This is an optimization exercise on Yosys and OpenROAD, whose aim is small area, a short achievable clock period and few clock cycles, not a production implementation.
The RTL was checked by simulation tests, not by an equivalence proof against the original design.

oak:
Design piecewise_linear_lookup_core, start of the top module:
module piecewise_linear_lookup_core #(
	parameter int MAX_POINTS = plpl_pkg::DEF_MAX_POINTS
) (
	input  wire logic                                 clk,
	input  wire logic                                 arst_n,
	input  wire logic                                 cfg_valid,
	output logic                                      cfg_ready,
	input  wire logic        [plpl_pkg::CFG_W-1:0]    cfg_data,
	input  wire logic                                 in_valid,
	output logic                                      in_stall,
	input  wire logic                                 req_type,
	input  wire logic        [plpl_pkg::INDEX_W-1:0]  point_index,
	input  wire logic signed [plpl_pkg::DATA_W-1:0]   point_key,
	input  wire logic signed [plpl_pkg::DATA_W-1:0]   point_value,
	input  wire logic signed [plpl_pkg::DATA_W-1:0]   query_x,
	output logic                                      out_valid,
	input  wire logic                                 out_stall,
	output logic signed      [plpl_pkg::DATA_W-1:0]   interp_value,
	output logic                                      below_first,
	output logic                                      at_or_above_last
);
Size: about 25000 cells after synthesis, ~270000 µm² of cells after synthesis.
Settings: LEC_CHECK=0, CAP_MARGIN=20, CELL_PAD_IN_SITES_DETAIL_PLACEMENT=1, CELL_PAD_IN_SITES_GLOBAL_PLACEMENT=2, CORE_MARGIN=2, CORE_UTILIZATION=30, CTS_CLUSTER_DIAMETER=120, CTS_CLUSTER_SIZE=20, PLACE_DENSITY=0.5, SLEW_MARGIN=20, TNS_END_PERCENT=0; clock period 10.0 ns.
standard.sh (not shown) runs the stock make flow with config.mk's settings and CLKGATE_MAP_FILE= SYNTH_SCRIPT=/design/flow/synth_recipe.tcl, a recipe that flattens the netlist after the stock synthesis.
==> flow/flow/run.sh <==
#!/bin/bash
set -euo pipefail
bash standard.sh SETUP_SLACK_MARGIN=6.5 finish > standard_make.log 2>&1
Testbench counts of oak, summed over its fixed seeds: cycles 4,006.
Setup changes, oak to pine
--- a/flow/design.v
+++ b/flow/design.v
@@ -20,27 +20,26 @@
 `default_nettype none
 module plpl_store #(
 	parameter int MAX_POINTS = plpl_pkg::DEF_MAX_POINTS,
 	parameter int SPACING    = 4
 ) (
 	input  wire logic                                   clk,
-	input  wire logic                                   wr_en,
-	input  wire logic [$clog2(MAX_POINTS)-1:0]          wr_pos,
+	input  wire logic [MAX_POINTS/SPACING-1:0]          wr_at,     
 	input  wire logic [plpl_pkg::DATA_W-1:0]            wr_key,
 	input  wire logic [plpl_pkg::DATA_W-1:0]            wr_value,
 	output logic      [MAX_POINTS*plpl_pkg::DATA_W-1:0] keys,
 	output logic      [MAX_POINTS*plpl_pkg::DATA_W-1:0] keys_next,
 	output logic      [MAX_POINTS*plpl_pkg::DATA_W-1:0] values
 );
 	localparam int DW = plpl_pkg::DATA_W;
 	for (genvar p = 0; p < MAX_POINTS; p++) begin : g_ent
 		localparam int NXT = (p + 1) % MAX_POINTS;
 		if ((p % SPACING) == 0) begin : g_inj
-			assign keys_next[p*DW +: DW] = (wr_en && (wr_pos == p)) ? wr_key : keys[NXT*DW +: DW];
+			assign keys_next[p*DW +: DW] = wr_at[p/SPACING] ? wr_key : keys[NXT*DW +: DW];
 			always_ff @(posedge clk) begin
-				if (wr_en && (wr_pos == p)) begin
+				if (wr_at[p/SPACING]) begin
 					values[p*DW +: DW] <= wr_value;
 				end else begin
 					values[p*DW +: DW] <= values[NXT*DW +: DW];
 				end
 			end
 		end else begin : g_move
@@ -230,19 +229,28 @@
 		ph_q <= ph_q + IDX_W'(1);
 	end
 	logic             pend_q;
 	logic [IDX_W-1:0] w_idx_q;
 	logic [DW-1:0]    w_key_q;
 	logic [DW-1:0]    w_val_q;
-	logic [IDX_W-1:0] w_pos;       
-	logic [IDX_W-1:0] w_pos_next;
+	logic [IDX_W-1:0] w_pos_next;  
 	logic [IDX_W-1:0] w_idx_next;
 	logic             apply;
 	logic             pend_next;
-	assign w_pos  = w_idx_q - ph_q - IDX_W'(1);
-	assign apply  = pend_q && !busy && (w_pos[SP_W-1:0] == '0);
+	localparam int NINJ = N / SPACING;
+	logic            apply_q;
+	logic [NINJ-1:0] inj_q;
+	logic            apply_next;
+	assign apply      = apply_q;
+	assign apply_next = pend_next && !busy_next && (w_pos_next[SP_W-1:0] == '0);
+	always_ff @(posedge clk) begin
+		apply_q <= apply_next;
+		for (int k = 0; k < NINJ; k++) begin
+			inj_q[k] <= apply_next && (w_pos_next[IDX_W-1:SP_W] == (IDX_W-SP_W)'(k));
+		end
+	end
 	always_ff @(posedge clk) begin
 		if (take_w) begin
 			pend_q  <= 1'b1;
 			w_idx_q <= point_index;
 			w_key_q <= point_key;
 			w_val_q <= point_value;
@@ -306,14 +314,13 @@
 	logic [N*DW-1:0] vals;
 	plpl_store #(
 		.MAX_POINTS(MAX_POINTS),
 		.SPACING   (SPACING)
 	) u_store (
 		.clk      (clk),
-		.wr_en    (apply),
-		.wr_pos   (w_pos),
+		.wr_at    (inj_q),
 		.wr_key   (w_key_q),
 		.wr_value (w_val_q),
 		.keys     (keys),
 		.keys_next(keys_next),
 		.values   (vals)
 	);
Relative to oak, the non-clock inverter instance count of the final layout of pine is higher by 81.
In terms of full die area, oak and pine differ only marginally.
Going from oak to pine, critical path's largest stage delay grows by 0.35 ns.
pine vs oak — hold slack rose 0.0084 ns.
oak and pine ended up with roughly the same fraction of area in registers.
pine vs oak: number of antenna violations at the first check in global routing down slightly
Relative to oak, biggest fanout along the worst timing path increased by 73 in pine.
Testbench counts of pine, summed over its fixed seeds: cycles 4,006.

==> static timing again, ports no longer ideal <==
No port has a modelled driver above. Below, the same layouts with a new extraction and two added sets of constraints. Step 1 assumes that a clkbuf_16 drives the clock port and a buf_2 every other input. Step 2 moves the port delays by t, midway between the first and last clock arrival at a register: inputs arrive t later, outputs are due t later. That takes back most of the time a late clock gives input paths. a / b / c = ideal / step 1 / step 2; a / b = the first two.
run	t (ns)	slack for setup (ns)	worst setup path at the end	worst data-port slew with drivers (ns)	cell pins on the clock port's net
oak	1.227	4.281 / 4.330 / 3.187	input to register	0.37	1
pine	1.263	5.097 / 5.165 / 3.966	input to register	0.39	1
After both steps every run listed still meets setup and hold. For pine, which loses most, drivers alone change the setup slack by +0.068 ns; drivers and shift together by -1.131 ns.
